Background: an optimization exercise with open tools, aiming at small area, a short achievable clock period and few clock cycles per item. Do not read the settings as production practice. Function was checked by simulation only, so behaviour that the tests miss may differ from the original. No activity file was given, so power comes from the tool's default toggle rates.

## flow/design.v (module list and top-level ports; edited modules follow where they fit)
// module iter_multiplier: 1205 lines
module iter_multiplier (
    input  logic        clk,
    input  logic        rst_n,
    input  logic        mul_start,
    input  logic [63:0] a,
    input  logic [63:0] b,
    input  logic [1:0]  op,
    input  logic        word,
    input  logic        next,
    output logic [63:0] mul_result,
    output logic        mul_ok,
    output logic        busy
);
  // ...
==> flow/run.sh <==
#!/bin/bash
# synth_recipe.tcl (not shown) runs the flow's synth.tcl, then flattens the netlist and writes it again
# the make line also repeats each setting of config.mk as NAME=value (left out here)
make -C /OpenROAD-flow-scripts/flow DESIGN_CONFIG=/design/flow/config.mk WORK_HOME=/design/flow/orfs CLKGATE_MAP_FILE= SYNTH_SCRIPT=/design/flow/synth_recipe.tcl finish
==> flow/config.mk <==
export PLATFORM = sky130hd
export DESIGN_NAME = iter_multiplier
export DESIGN_NICKNAME = iter_multiplier
export VERILOG_FILES = /design/flow/design.v
export SDC_FILE = /design/flow/constraint.sdc
export NUM_CORES = 4
export LEC_CHECK = 0
export CAP_MARGIN = 20
export CORE_MARGIN = 2
export CORE_UTILIZATION = 40
export SETUP_SLACK_MARGIN = 4.5
export SLEW_MARGIN = 20
==> flow/constraint.sdc <==
create_clock -name core_clock -period 7.5 [get_ports {clk}]
set_input_delay 1.5000 -clock core_clock [delete_from_list [all_inputs] [get_ports {clk}]]
set_output_delay 1.5000 -clock core_clock [all_outputs]
set_load 0.01 [all_outputs]
==> out/metrics.csv, run 1 <==
metric,value,unit
cpLargestDelayFamily,flip-flops,
drtPass1Iterations,6,
overflow,0,
rsz0062_at_grt,false,
multi_input_area_share,55.1,%
skew,0.0231,ns
whs_path_depth,1,
synth_fa_ha_area_share,25.2,%
maxCapViolCount,0,
critPathArrivalTime,1.45,ns
antenna_cells,0,
buf_share,8.92,%
cp.required,6.00,ns
r2r_cells,10,
whs_endpoint,cnt_q[0],
grt_pass1_wl,126000,um
clk_pin_slew,0.06,ns
regMostFlops,c_q,
syn_avg_cell_area,10.2,um^2
yosys.area.top_type,fa_1,
final_cell_area,0.0296,mm^2
worst_slack,4.55,ns
worst_pin_slew,1.01,ns
dpl.hpwl,60300,um
die_w,255,um
ant_nets,0,
grt_max_degree,134,
status,"complete, no violations",
syn_area,0.0252,mm^2
synth_xor_area_share,12.0,%
Testbench counts, summed over its fixed seeds: cycles 23,924, items 2,400.
==> run 2: changes to the inputs <==
==> flow/flow/run.sh (new file) <==
#!/bin/bash
set -e
export BUFFER_PORTS_ARGS="-buffer_cell sky130_fd_sc_hd__buf_2"
bash standard.sh > standard.log 2>&1
==> flow/standard.sh (new file) <==
#!/bin/bash
# synth_recipe.tcl (not shown) runs the flow's synth.tcl, then flattens the netlist and writes it again
# the make line also repeats each setting of config.mk as NAME=value (left out here)
make -C /OpenROAD-flow-scripts/flow DESIGN_CONFIG=/design/flow/config.mk WORK_HOME=/design/flow/orfs CLKGATE_MAP_FILE= SYNTH_SCRIPT=/design/flow/synth_recipe.tcl "${@:-finish}"
--- a/flow/config.mk
+++ b/flow/config.mk
@@ -9,4 +9,4 @@
 export CORE_MARGIN = 2
 export CORE_UTILIZATION = 40
-export SETUP_SLACK_MARGIN = 4.5
+export SETUP_SLACK_MARGIN = 4.7
 export SLEW_MARGIN = 20
removed: flow/run.sh
==> run 2 against run 1 <==
  * Count of clock-buffer cells in the layout stayed put
  * Sequential share of layout area is 0.42 points lower
  * Critical path depth is 10 higher
  * Fmax is 1.5% higher
  * Flip-flop and latch count stayed put
  * Still clean on timing, DRC and antenna
  * Cell area is 2.0% higher
==> out/metrics.csv, run 2 <==
metric,value,unit,change
status,"complete, no violations",,
ant_nets,0,,unchanged
worstSetupPathType,flip-flop to flip-flop,,
yosysMostFrequentCell,a22oi_1,,
tns,0,ns,
syn_inst,2470,,
numClockSinks,312,,
fin_crit,2.91,ns,
hold_path.class,flip-flop to flip-flop,,
synth_cell_types,68,,
wl,88700,um,
cp_cell_sequence,"ha_4, a21o_1, a2bb2oi_4, nor2_2, a211oi_4, o211ai_4, a22o_4, buf_6, a221o_1, xor2_1, a221o_1",,
ir_drop,168,uV,
syn_area,0.0252,mm^2,unchanged
dieHeight,255,um,
power_frac_comb,66.6,%,
max_slew_margin,49.4,%,
grt_max_degree,123,,-8.2%
fin_nets,3146,,
p_leak,12.0,nW,
largest_register_ffs,67,,
skew,0.0152,ns,-0.00790 ns
layout-drive-gt1-share,22.3,%,
synth_nets,2954,,
reg_top3,"c_q (67), s_q (65)",,
overflow,0,,unchanged
synth_warnings,1,,
ys_ff_latch,312,,
critPathArrivalTime,3.22,ns,+1.77 ns
setup_viol,0,,
synth_edf_count,149,,
cp-start-kind,flip-flop,,
syn_avg_cell_area,10.2,um^2,unchanged
met2_usage,38.8,%,
total_power,14.3,mW,
synth.area.top_cells,"fa_1, edfxtp_1, dfxtp_1, xor2_1, a22oi_1",,
cpMostUsedCell,a221o_1,,
p_per_area,473,mW/mm^2,
place.gp.congestion,0.928,,
cp.required,7.81,ns,+1.81 ns
numCtsBuffers,38,,
grt_busiest_layer,met2,,
drc,0,,
wl_per_cell,25.1,um,
fill_cells,5742,,
die_w,255,um,unchanged
insertion_delay,0.57,ns,
ys.flop_type,dfxtp_1,,
switching_power,6.63,mW,
post-route-period-util,38.7,%,
drv_slew,0,,
switching_share,46.3,%,
hold_viol,0,,
grt_pass1_vias,20500,,
die_area,0.0651,mm^2,
syn_to_final_growth,19.8,%,
regMostFlops,c_q,,
port_buffers,200,,
yosys.area.top_type_share,21.1,%,
final_common_cell,fa_1,,
dpl.hpwl,60900,um,+0.96%
coreArea,0.0627,mm^2,
clk_pin_slew,0.07,ns,about the same
worst_pin_slew,0.758,ns,-0.255 ns
first_iter_violations,2362,,
final_cell_mix,"fa_1, a22oi_1, xor2_1",,
rsz0062_at_grt,true,,
drtPass1Iterations,6,,unchanged
cts_buffer_depth,3,,
internal_power,7.68,mW,
cts_root_buffer,clkbuf_16,,
timing.fmax,344,MHz,
avgViaCountPerCell,5.86,,
start_util,40.2,%,
grt_pass1_wl,130000,um,+2.6%
maxCapViolCount,0,,unchanged
antenna_found_initial,2,,
cts-htree-levels,2,,
cp_slowest_cell,a211oi_4,,
postCtsHoldBufs,0,,
end_kind,flip-flop,,
seqPwrFrac,19.8,%,
met1_usage,38.3,%,
gr-usage-all-layers,26.2,%,
yosys.area.top_type,fa_1,,
clkPwrFrac,13.7,%,
synth_async_sr_flop_share,1.28,%,
num_vias,20700,,
rows,92,,
tritoncts,built,,
critPathMaxStageDelay,0.37,ns,
yosysSeqAreaShare,30.7,%,
io_pins,201,,
synthTopCellsByCount,"a22oi_1, fa_1, xor2_1",,
met3_usage,5.73,%,
cp_max_fo,5,,
-- run 2: layout make-up --
cell class / count / area [um^2] / share of cell area (%)
clock buffer: 54 / 1100 / 3.65
clock inverter: 15 / 178 / 0.588
sequential: 312 / 7810 / 25.8
inverter: 169 / 647 / 2.14
tap: 846 / 1060 / 3.50
timing repair buffer: 367 / 2590 / 8.56
multi-input combinational: 1774 / 16800 / 55.7
antenna: 1 / 2.50 / 0.00828
-- run 2: layer usage --
layer,vias to the layer above,routed length (um)
li1,8930,-
met1,10500,37700
met2,1179,38600
met3,183,9240
met4,2,3060
met5,-,12
-- run 2: per-stage QoR --
step | cell area [um^2] | utilization [%] | hold WS, ns | instances | setup WS, ns
final | 30200 | 48.2 | 0.483 | 3538 | 4.59
after global routing | 30200 | 48.2 | 0.485 | 3537 | 4.53
after CTS | 28700 | 45.7 | 0.472 | 3434 | 4.66
after detailed placement | 26700 | 42.5 | 0.459 | 3331 | 4.33
after global placement | 26700 | 42.5 | 0.451 | 3331 | 4.35
after floorplan | 25300 | - | 0.417 | 2470 | 4.70
-- run 2: power groups by stage --
stage               sequential (mW)  clock [mW]  combinational, mW
detailed placement             2.84           0               8.70
finish                         2.83        1.95               9.53
global route                   2.86        2.04               10.7
CTS                            2.82        1.98               9.01
global placement               2.83           0               8.54
floorplan                      2.58           0               6.22
-- run 2: timing repair --
item                                   in CTS  in global routing
setup endpoints to repair                 185                168
setup buffers                              33                 96
endpoints found under the hold margin       0                  0
pin swaps                                  25                 86
gates cloned                                1                  7
gates resized for setup                    93                162
-- run 2: logic make-up after synthesis --
kind of cell | Yosys count | share of synthesized area [%]
fa+ha+maj | 349 | 25.2
flops | 312 | 30.7
compound gates | 599 | 16.2
buf+inv | 384 | 5.99
simple gates | 460 | 9.00
mux | 19 | 0.773
xor+xnor | 347 | 12.0
-- run 2: path summary, 6_finish.rpt --
path / start / endpoint / slack, ns / cells past startpoint
worst max register to register: s_q[11] / b_q[31] / 4.59 / 11
worst min-delay path: cnt_q[0] / cnt_q[0] / 0.48 / 1
worst max-delay path: s_q[11] / b_q[31] / 4.59 / 11
min in group asynchronous: rst_n / inc_q / 0.77 / 1
worst min register to register: cnt_q[0] / cnt_q[0] / 0.48 / 1
max in group asynchronous: rst_n / busy_q / 6.54 / 1
-- run 2: worst max-delay path: cells and delay by family (launching register included) --
| family | cells | cell delay [ns] |
|---|---|---|
| AO/OA/AOI/OAI | 7 | 1.71 |
| flip-flops | 1 | 0.33 |
| adder cells (fa/ha/maj) | 1 | 0.27 |
| XOR/XNOR | 1 | 0.14 |
| buffers and inverters | 1 | 0.12 |
| AND/OR/NAND/NOR | 1 | 0.06 |
==> run 3: changes to the inputs <==
--- a/flow/config.mk
+++ b/flow/config.mk
@@ -9,4 +9,4 @@
 export CORE_MARGIN = 2
 export CORE_UTILIZATION = 40
-export SETUP_SLACK_MARGIN = 4.7
+export SETUP_SLACK_MARGIN = 4.5
 export SLEW_MARGIN = 20
==> run 3 against run 2 <==
  * Flip-flop and latch count unchanged
  * Non-clock buffer count decreased by 125
  * Synthesized cell count unchanged
  * Wire length decreased by 5.5%
  * Clock power about the same
  * Global-route usage decreased by 0.64 points
  * Still clean
  * Critical path depth decreased by 1
  * Cell count decreased by 3.5%
  * Critical endpoint is now b_q[42]
  * First-iteration DRC count decreased by 7.7%
==> out/metrics.csv, run 3 <==
metric,value,unit,change
numClockSinks,312,,unchanged
cp.required,7.80,ns,about the same
ir_drop,187,uV,+11%
post-route-util,45.4,%,-2.8 points
tns,0,ns,unchanged
rows,92,,unchanged
synth_async_sr_flop_share,1.28,%,unchanged
wl,83700,um,-5.5%
rsz0062_at_grt,true,,
cp_slowest_cell,xnor2_1,,
switching_share,46.3,%,about the same
grt_pass1_vias,20400,,-0.73%
critPathMaxStageDelay,0.44,ns,+0.07 ns
insertion_delay,0.58,ns,about the same
p_per_area,477,mW/mm^2,+0.80%
r2r_cells,10,,-1
layout-drive-gt1-share,14.6,%,-7.7 points
power_frac_comb,64.7,%,-1.9 points
synth_nets,2954,,unchanged
maxCapViolCount,0,,unchanged
drtPass1Iterations,6,,unchanged
seqPwrFrac,20.7,%,+0.9 points
numCtsBuffers,39,,+2.6%
internal_power,7.29,mW,-5.0%
cts-htree-levels,2,,unchanged
final_cell_mix,"a22oi_1, fa_1, xor2_1",,
largest_register_ffs,67,,unchanged
syn_to_final_growth,12.8,%,
wl_per_cell,24.5,um,-2.1%
status,"complete, no violations",,
syn_inst,2470,,unchanged
p_leak,11.2,nW,-6.2%
synth_edf_count,149,,unchanged
die_area,0.0651,mm^2,unchanged
syn_area,0.0252,mm^2,unchanged
fin_crit,2.97,ns,+0.0634 ns
post-route-period-util,39.6,%,+0.85 points
clk_pin_slew,0.06,ns,about the same
cts_root_buffer,clkbuf_16,,
fin_nets,3022,,-3.9%
total_power,13.6,mW,-5.1%
cp_cell_sequence,"ha_2, fa_2, a211oi_2, o21ai_2, a31oi_4, buf_4, nand2_1, xnor2_1, a221oi_1, a221o_1",,
overflow,0,,unchanged
final_common_cell,a22oi_1,,
clkPwrFrac,14.6,%,+0.9 points
whs_path_depth,1,,unchanged
worst_pin_slew,1.04,ns,+0.283 ns
synth_cell_types,68,,unchanged
cp-start-kind,flip-flop,,
start_util,40.2,%,unchanged
coreArea,0.0627,mm^2,unchanged
holdWs,0.465,ns,-0.0182 ns
ys.flop_type,dfxtp_1,,
tritoncts,built,,
die_w,255,um,unchanged
num_vias,19900,,-3.9%
synth_warnings,1,,unchanged
yosys.area.top_type,fa_1,,
yosysSeqAreaShare,30.7,%,unchanged
regMostFlops,c_q,,
yosysMostFrequentCell,a22oi_1,,
dieHeight,255,um,unchanged
synthTopCellsByCount,"a22oi_1, fa_1, xor2_1",,
port_buffers,200,,unchanged
worstSetupPathType,flip-flop to flip-flop,,
place.gp.congestion,0.917,,-1.3%
max_slew_margin,30.4,%,-19 points
grt_max_degree,91,,-26%
gr-usage-all-layers,25.6,%,-0.64 points
hold_path.class,flip-flop to flip-flop,,
end_kind,flip-flop,,
avgViaCountPerCell,5.84,,-0.37%
hold_viol,0,,unchanged
drv_slew,0,,unchanged
dpl.hpwl,60900,um,about the same
critPathArrivalTime,3.27,ns,+0.05 ns
cts_buffer_depth,3,,unchanged
syn_avg_cell_area,10.2,um^2,unchanged
ys_ff_latch,312,,unchanged
reg_top3,"c_q (67), s_q (65)",,
place_inst,3331,,unchanged
skew,0.0332,ns,+0.0180 ns
switching_power,6.29,mW,-5.1%
fill_cells,5826,,+1.5%
layoutNonFillerInstCount,3414,,-3.5%
ant_nets,0,,unchanged
io_pins,201,,unchanged
timing.fmax,337,MHz,-2.1%
grt_pass1_wl,127000,um,-2.2%
yosys.area.top_type_share,21.1,%,unchanged
first_iter_violations,2179,,-7.7%
antenna_found_initial,4,,+2
drc,0,,unchanged
synth.area.top_cells,"fa_1, edfxtp_1, dfxtp_1, xor2_1, a22oi_1",,
cp_max_fo,3,,-2
setup_viol,0,,unchanged
-- run 3: cell counts after synthesis --
Identical to the previous run, type by type.
-- run 3: power groups by stage --
stage | clock network (mW) | registers [mW] | logic, mW
3_3_place_gp | 0 | 2.82 | 8.37
4_1_cts | 2.01 | 2.80 | 8.67
2_1_floorplan | 0 | 2.58 | 6.21
6_report | 1.98 | 2.81 | 8.79
3_5_place_dp | 0 | 2.83 | 8.52
5_1_grt | 2.07 | 2.85 | 10.0
-- run 3: worst max-delay path: cells and delay by family (launching register included) --
kind / cells / cell delay [ns]
buf+inv: 1 / 0.15
compound gates: 5 / 1.17
simple gates: 1 / 0.07
flops: 1 / 0.30
xor+xnor: 1 / 0.44
fa+ha+maj: 2 / 0.56
-- run 3: stage by stage --
stage | setup WS, ns | instance area (um^2)
2_1_floorplan | 4.55 | 25200
3_3_place_gp | 4.23 | 26700
3_5_place_dp | 4.23 | 26700
4_1_cts | 4.40 | 28100
5_1_grt | 4.45 | 28500
6_report | 4.53 | 28500
-- run 3: layout make-up --
class / instances / area (um^2) / share of cell area (%)
multi-input cells: 1774 / 16300 / 57.2
flip-flops and latches: 312 / 7780 / 27.3
repair buffers: 242 / 1380 / 4.86
clock buffers: 60 / 1190 / 4.17
well taps: 846 / 1060 / 3.72
inverters: 169 / 642 / 2.25
clock inverters: 10 / 130 / 0.457
diodes: 1 / 2.50 / 0.00879
-- run 3: worst paths after layout --
path                                  to  slack (ns)      from
worst min register to register  cnt_q[0]        0.46  cnt_q[0]
min in group asynchronous          inc_q        0.73     rst_n
worst min-delay path            cnt_q[0]        0.46  cnt_q[0]
worst max-delay path             b_q[42]        4.53   s_q[32]
worst max register to register   b_q[42]        4.53   s_q[32]
max in group asynchronous         busy_q        6.64     rst_n
-- run 3: repair_timing --
item                       CTS  global route
hold buffers                 0             0
gates resized for setup     30            55
pin swaps                    2            15
buffers inserted             2            10
setup endpoints to repair  128            63
-- run 3: per-layer routing --
metal	wire (um)	share of wire [%]	vias up	GRT usage, %
met3	8700	10	136	6.04
met2	37300	45	1097	39.0
li1	-	-	8677	-
met5	27	0.032	-	0
met4	2430	2.9	4	7.39
met1	35300	42	10000	36.2
-- run 3: cell families (layout without fill, tap and decap cells) --
group | after synthesis | in the layout | synth area share [%]
adder cells (fa/ha/maj) | 349 | 349 | 25.2
multiplexers | 19 | 19 | 0.773
other | 0 | 1 | 0
AO/OA/AOI/OAI | 599 | 599 | 16.2
AND/OR/NAND/NOR | 460 | 460 | 9.00
flip-flops | 312 | 312 | 30.7
buffers and inverters | 384 | 481 | 5.99
XOR/XNOR | 347 | 347 | 12.0
==> run 4: changes to the inputs <==
--- a/flow/config.mk
+++ b/flow/config.mk
@@ -8,5 +8,5 @@
 export CAP_MARGIN = 20
 export CORE_MARGIN = 2
-export CORE_UTILIZATION = 40
+export CORE_UTILIZATION = 60
 export SETUP_SLACK_MARGIN = 4.5
 export SLEW_MARGIN = 20
==> run 4 against run 3 <==
  * Flip-flop and latch count unchanged
  * Sequential power up 2%
  * Critical path type unchanged
  * Setup slack better by 0.0040 ns
  * Wire length down 4.9%
  * Critical path depth up 1
  * Sequential share of layout area up 0.35 points
  * Via count up 0.88%
==> out/metrics.csv, run 4 <==
metric,value,unit,change
status,"complete, no violations",,
r2r_cells,11,,+1
largest_register_ffs,67,,unchanged
timing.fmax,337,MHz,+0.13%
antenna_found_initial,1,,-3
drv_slew,0,,unchanged
tritoncts,built,,
rsz0062_at_grt,true,,
final_cell_area,0.0281,mm^2,-1.2%
clk_pin_slew,0.06,ns,about the same
syn_to_final_growth,11.5,%,
yosysSeqAreaShare,30.7,%,unchanged
critPathArrivalTime,3.29,ns,+0.02 ns
p_per_area,491,mW/mm^2,+3.0%
start_util,60.4,%,+20 points
ir_drop,311,uV,+66%
die_area,0.0437,mm^2,-33%
insertion_delay,0.57,ns,about the same
overflow,0,,unchanged
layout-drive-gt1-share,14.8,%,+0.19 points
synth_async_sr_flop_share,1.28,%,unchanged
antenna_cells,0,,-1
rows,75,,-18%
ys.flop_type,dfxtp_1,,
drtPass1Iterations,6,,unchanged
first_iter_violations,2457,,+13%
power_frac_comb,64.7,%,about the same
clkPwrFrac,14.7,%,about the same
hold_viol,0,,unchanged
final_cell_mix,"a22oi_1, fa_1, xor2_1",,
internal_power,7.40,mW,+1.5%
grt_max_degree,150,,+65%
synth_warnings,1,,unchanged
synthTopCellsByCount,"a22oi_1, fa_1, xor2_1",,
syn_inst,2470,,unchanged
num_vias,20100,,+0.88%
gr-usage-all-layers,36.8,%,+11 points
syn_area,0.0252,mm^2,unchanged
min-delay-start,cnt_q[0],,
yosys.area.top_type,fa_1,,
tns,0,ns,unchanged
post-route-period-util,39.5,%,-0.053 points
reg2reg_from,s_q[32],,
place_inst,3019,,-9.4%
reg2reg_slack,4.54,ns,about the same
cp-start-kind,flip-flop,,
worst_pin_slew,1.03,ns,-0.0138 ns
avgViaCountPerCell,6.49,,+11%
wl,79700,um,-4.9%
p_leak,11.2,nW,about the same
regMostFlops,c_q,,
cts_buffer_depth,3,,unchanged
dieHeight,209,um,-18%
synth_nets,2954,,unchanged
postCtsHoldBufs,0,,unchanged
max_slew_margin,31.5,%,+1.2 points
switching_power,6.42,mW,+2.1%
skew,0.0124,ns,-0.0208 ns
synth_cell_types,68,,unchanged
postPlaceCellArea,0.0263,mm^2,-1.6%
cts-htree-levels,2,,unchanged
setup_viol,0,,unchanged
maxCapViolCount,0,,unchanged
reg_top3,"c_q (67), s_q (65)",,
synth_edf_count,149,,unchanged
crit_path_start,s_q[32],,
cts_root_buffer,clkbuf_16,,
port_buffers,200,,unchanged
numClockSinks,312,,unchanged
end_kind,flip-flop,,
grt_pass1_vias,20200,,-0.93%
cp.required,7.82,ns,+0.02 ns
fin_crit,2.96,ns,-0.00398 ns
coreArea,0.0418,mm^2,-33%
ys_ff_latch,312,,unchanged
crit_path_end,b_q[52],,
cp_max_fo,5,,+2
dpl.hpwl,57000,um,-6.3%
layoutNonFillerInstCount,3100,,-9.2%
fill_cells,3296,,-43%
io_pins,201,,unchanged
synth.area.top_cells,"fa_1, edfxtp_1, dfxtp_1, xor2_1, a22oi_1",,
seqPwrFrac,20.7,%,about the same
hold_path.class,flip-flop to flip-flop,,
seqCellArea,0.00779,mm^2,about the same
wl_per_cell,25.7,um,+4.8%
multi_input_area,0.0163,mm^2,+0.17%
yosys.area.top_type_share,21.1,%,unchanged
place.gp.congestion,0.924,,+0.85%
final_common_cell,a22oi_1,,
die_w,209,um,-18%
drc,0,,unchanged
switching_share,46.5,%,+0.16 points
syn_avg_cell_area,10.2,um^2,unchanged
r2r_end,b_q[52],,
fin_nets,3015,,-0.23%
holdWs,0.456,ns,-0.00880 ns
yosysMostFrequentCell,a22oi_1,,
numCtsBuffers,39,,unchanged
ant_nets,0,,unchanged
grt_pass1_wl,123000,um,-3.2%
worstSetupPathType,flip-flop to flip-flop,,
[run 4: cell counts after synthesis]
No cell type changed its count.
[run 4: cell type report]
type | instances | area share (%)
Inverter | 169 | 2.35
Tap cell | 539 | 2.40
Timing Repair Buffer | 235 | 4.68
Multi-Input combinational cell | 1774 | 58.0
Clock inverter | 12 | 0.529
Sequential cell | 312 | 27.7
Clock buffer | 59 | 4.36
[run 4: what timing repair did]
| action | CTS | global route |
|---|---|---|
| pin swaps | 2 | 15 |
| setup endpoints to repair | 203 | 56 |
| gates resized for setup | 28 | 67 |
| buffers inserted | 1 | 9 |
[run 4: worst min path at each step]
stage | to | slack [ns] | cells after the start
after floorplan | cnt_q[0] | 0.42 | 1
after global routing | cnt_q[0] | 0.48 | 1
after detailed placement | cnt_q[0] | 0.45 | 1
after global placement | cnt_q[0] | 0.43 | 1
final | cnt_q[0] | 0.46 | 1
after CTS | cnt_q[0] | 0.45 | 1
[run 4: critical path, cell delays in order, from the launching register on]
cell and delay, ns:
dfxtp_1 0.30, ha_2 0.20, fa_2 0.36, a211oi_2 0.21, o21ai_2 0.13, a31oi_4 0.27
o21ai_4 0.13, a21boi_2 0.22, o21ai_0 0.12, xnor2_1 0.38, a221oi_2 0.10, a221o_1 0.29
[run 4: logic make-up (layout without fill, tap and decap cells)]
family	count (synthesis)	after routing	share of synthesized area [%]
xor+xnor	347	347	12.0
compound gates	599	599	16.2
mux	19	19	0.773
simple gates	460	460	9.00
buf+inv	384	475	5.99
fa+ha+maj	349	349	25.2
flops	312	312	30.7
[run 4: power groups by stage]
stage / Clock (mW) / Sequential [mW] / Combinational, mW
2_1_floorplan: 0 / 2.58 / 6.21
3_3_place_gp: 0 / 2.85 / 8.45
3_5_place_dp: 0 / 2.86 / 8.62
4_1_cts: 2.05 / 2.83 / 8.76
5_1_grt: 2.10 / 2.89 / 10.0
6_report: 2.03 / 2.86 / 8.94
[run 4: metal layers]
layer / global-route usage (%) / share of wire (%)
met3: 6.82 / 11
met5: 0 / 0.016
met4: 9.85 / 2.8
met2: 55.9 / 44
met1: 54.5 / 42
[run 4: stage by stage]
step / total power, mW / setup slack, ns / util [%]
after floorplan: 8.79 / 4.55 / -
after global placement: 11.3 / 4.18 / 62.9
after detailed placement: 11.5 / 4.12 / 62.9
after CTS: 13.6 / 4.43 / 66.5
after global routing: 15.0 / 4.42 / 67.4
final: 13.8 / 4.54 / 67.4
==> run 5: changes to the inputs <==
--- a/flow/config.mk
+++ b/flow/config.mk
@@ -8,5 +8,6 @@
 export CAP_MARGIN = 20
 export CORE_MARGIN = 2
-export CORE_UTILIZATION = 60
+export CORE_UTILIZATION = 40
+export CTS_BUF_LIST = sky130_fd_sc_hd__clkbuf_8 sky130_fd_sc_hd__clkbuf_4
 export SETUP_SLACK_MARGIN = 4.5
 export SLEW_MARGIN = 20
==> run 5 against run 4 <==
  * Still clean
  * Sequential power fell by 1%
  * Clock skew rose by 0.034 ns
  * Fmax fell by 0.39%
  * Sequential share of layout area fell by 0.24 points
  * Wire length rose by 5.5%
  * Critical path depth fell by 1
  * Largest power group unchanged
  * Highest routed layer unchanged
==> out/metrics.csv, run 5 <==
metric,value,unit,change
switching_share,47.3,%,+0.88 points
synth_async_sr_flop_share,1.28,%,unchanged
regMostFlops,c_q,,
syn_avg_cell_area,10.2,um^2,unchanged
fin_nets,3037,,+0.73%
cts-htree-levels,2,,unchanged
clkPwrFrac,13.0,%,-1.7 points
internal_power,7.02,mW,-5.2%
power_frac_comb,65.8,%,+1.1 points
p_per_area,470,mW/mm^2,-4.4%
first_iter_violations,2271,,-7.6%
rows,92,,+23%
synth_nets,2954,,unchanged
synth_warnings,1,,unchanged
grt_max_degree,91,,-39%
antenna_found_initial,5,,+4
post-route-util,45.2,%,-22 points
timing.fmax,336,MHz,-0.39%
cts_buffer_depth,3,,unchanged
critPathArrivalTime,3.39,ns,+0.10 ns
synth.area.top_cells,"fa_1, edfxtp_1, dfxtp_1, xor2_1, a22oi_1",,
cpLargestDelayFamily,compound AO/OA/AOI/OAI gates,,
switching_power,6.31,mW,-1.8%
dieHeight,255,um,+22%
skew,0.0465,ns,+0.0341 ns
hold_path.class,flip-flop to flip-flop,,
wl,84000,um,+5.5%
cts_root_buffer,clkbuf_8,,
port_buffers,200,,unchanged
ys.flop_type,dfxtp_1,,
grt_pass1_wl,127000,um,+3.8%
layout-drive-gt1-share,16.2,%,+1.3 points
synthTopCellsByCount,"a22oi_1, fa_1, xor2_1",,
overflow,0,,unchanged
coreArea,0.0627,mm^2,+50%
cp-start-kind,flip-flop,,
cpMostUsedCell,a221o_1,,
final_common_cell,a22oi_1,,
place.gp.congestion,0.917,,-0.84%
max_slew_margin,31.5,%,-0.061 points
wl_per_cell,24.4,um,-5.2%
io_pins,201,,unchanged
clk_pin_slew,0.07,ns,about the same
seqPwrFrac,21.1,%,+0.4 points
cp_slowest_cell,a221o_1,,
end_kind,flip-flop,,
cp_max_fo,5,,unchanged
cp_cell_sequence,"ha_1, a21oi_1, o21ai_1, a221o_1, nand2_2, o211ai_4, a22o_4, a221o_1, xor2_1, a221o_1",,
numClockSinks,312,,unchanged
yosys.area.top_type_share,21.1,%,unchanged
avgViaCountPerCell,5.80,,-11%
drtPass1Iterations,8,,+2
ir_drop,166,uV,-47%
p_leak,11.2,nW,-0.33%
syn_area,0.0252,mm^2,unchanged
cp.required,7.92,ns,+0.10 ns
place_inst,3331,,+10%
die_w,255,um,+22%
rsz0062_at_grt,true,,
insertion_delay,0.71,ns,+0.14 ns
maxCapViolCount,0,,unchanged
final_cell_mix,"a22oi_1, fa_1, xor2_1",,
setup_viol,0,,unchanged
start_util,40.2,%,-20 points
syn_inst,2470,,unchanged
total_power,13.3,mW,-3.6%
yosysMostFrequentCell,a22oi_1,,
gr-usage-all-layers,25.7,%,-11 points
synth_cell_types,68,,unchanged
tns,0,ns,unchanged
layoutNonFillerInstCount,3448,,+11%
fill_cells,5858,,+78%
yosysSeqAreaShare,30.7,%,unchanged
postCtsHoldBufs,0,,unchanged
dpl.hpwl,60900,um,+6.8%
cp_num_buf_inv,0,,unchanged
ant_nets,0,,unchanged
hold_viol,0,,unchanged
yosys.area.top_type,fa_1,,
fin_crit,2.98,ns,+0.0116 ns
critPathMaxStageDelay,0.44,ns,+0.06 ns
worst_pin_slew,1.02,ns,-0.00286 ns
die_area,0.0651,mm^2,+49%
numCtsBuffers,57,,+46%
largest_register_ffs,67,,unchanged
worstSetupPathType,flip-flop to flip-flop,,
post-route-period-util,39.7,%,+0.15 points
status,"complete, no violations",,
num_vias,20000,,-0.71%
syn_to_final_growth,12.4,%,
ys_ff_latch,312,,unchanged
reg_top3,"c_q (67), s_q (65)",,
holdWs,0.467,ns,+0.0109 ns
synth_edf_count,149,,unchanged
drc,0,,unchanged
grt_pass1_vias,20600,,+1.9%
tritoncts,built,,
drv_slew,0,,unchanged
-- run 5: cell counts after synthesis --
Identical to the previous run, type by type.
-- run 5: cells by family after synthesis --
group           Yosys count  share of synthesized area, %
buf+inv                 384                          5.99
mux                      19                         0.773
compound gates          599                          16.2
xor+xnor                347                          12.0
flops                   312                          30.7
simple gates            460                          9.00
fa+ha+maj               349                          25.2
-- run 5: repair_timing --
action                                  CTS  global route
gates resized for setup                  33            59
buffers inserted                          2             7
pin swaps                                 2            14
endpoints found under the setup margin  132            71
-- run 5: path summary, 6_finish.rpt --
check	start	to	cells past startpoint	slack (ns)
worst max-delay path	s_q[2]	b_q[31]	10	4.52
worst min-delay path	cnt_q[0]	cnt_q[0]	1	0.47
worst max register to register	s_q[2]	b_q[31]	10	4.52
worst min register to register	cnt_q[0]	cnt_q[0]	1	0.47
max in group asynchronous	rst_n	busy_q	1	6.74
min in group asynchronous	rst_n	inc_q	1	0.61
-- run 5: through the flow --
stage | setup slack [ns] | area [um^2]
2_1_floorplan | 4.55 | 25200
3_3_place_gp | 4.23 | 26700
3_5_place_dp | 4.23 | 26700
4_1_cts | 4.45 | 28000
5_1_grt | 4.44 | 28400
6_report | 4.52 | 28400
-- run 5: cell type report --
cell class | count | area [um^2] | area share (%)
diodes | 2 | 5.00 | 0.0176
clock buffers | 87 | 1080 | 3.82
clock inverters | 19 | 96.3 | 0.340
inverters | 169 | 642 | 2.26
multi-input cells | 1774 | 16300 | 57.6
flip-flops and latches | 312 | 7790 | 27.5
well taps | 846 | 1060 | 3.73
repair buffers | 239 | 1360 | 4.80
-- run 5: routing by layer --
layer	GRT usage, %	part of all wire (%)	up-vias
met1	36.3	43	9958
met4	7.97	3.1	4
li1	-	-	8712
met5	0	0.032	-
met2	38.8	44	1139
met3	6.39	10	169
-- run 5: power by group through the flow --
| stage | sequential, mW | combinational, mW | clock [mW] |
|---|---|---|---|
| 2_1_floorplan | 2.58 | 6.21 | 0 |
| 3_3_place_gp | 2.82 | 8.37 | 0 |
| 3_5_place_dp | 2.83 | 8.52 | 0 |
| 4_1_cts | 2.80 | 8.67 | 1.77 |
| 5_1_grt | 2.86 | 10.0 | 1.84 |
| 6_report | 2.82 | 8.77 | 1.74 |

==> static timing again, ports no longer ideal <==
Ports are ideal in the flow. The routed layouts listed here were re-timed in OpenROAD. Step 1: set_driving_cell puts a clkbuf_16 on clk and a buf_2 on each other input, an assumption about the parent block. Step 2 also shifts input and output timing later by t, the mid clock arrival at the registers, as if the neighbouring blocks saw the same clock. a / b / c = ideal / step 1 / step 2; a / b = the first two.
run | t, ns | setup slack, ns | clock arrival spread, ns | pins driven straight from the clock port
run 1 | 0.616 | 4.552 / 4.491 / 4.338 | 0.029 / 0.028 | 1
run 2 | 0.624 | 4.594 / 4.594 / 4.445 | 0.020 / 0.020 | 1
run 3 | 0.618 | 4.531 / 4.531 / 4.248 | 0.034 / 0.034 | 1
run 4 | 0.627 | 4.535 / 4.535 / 4.269 | 0.014 / 0.013 | 1
run 5 | 0.744 | 4.523 / 4.503 / 4.215 | 0.046 / 0.047 | 1
After both steps every run listed still meets setup and hold. For run 5, which loses most, drivers alone change the setup slack by -0.020 ns; drivers and shift together by -0.308 ns.
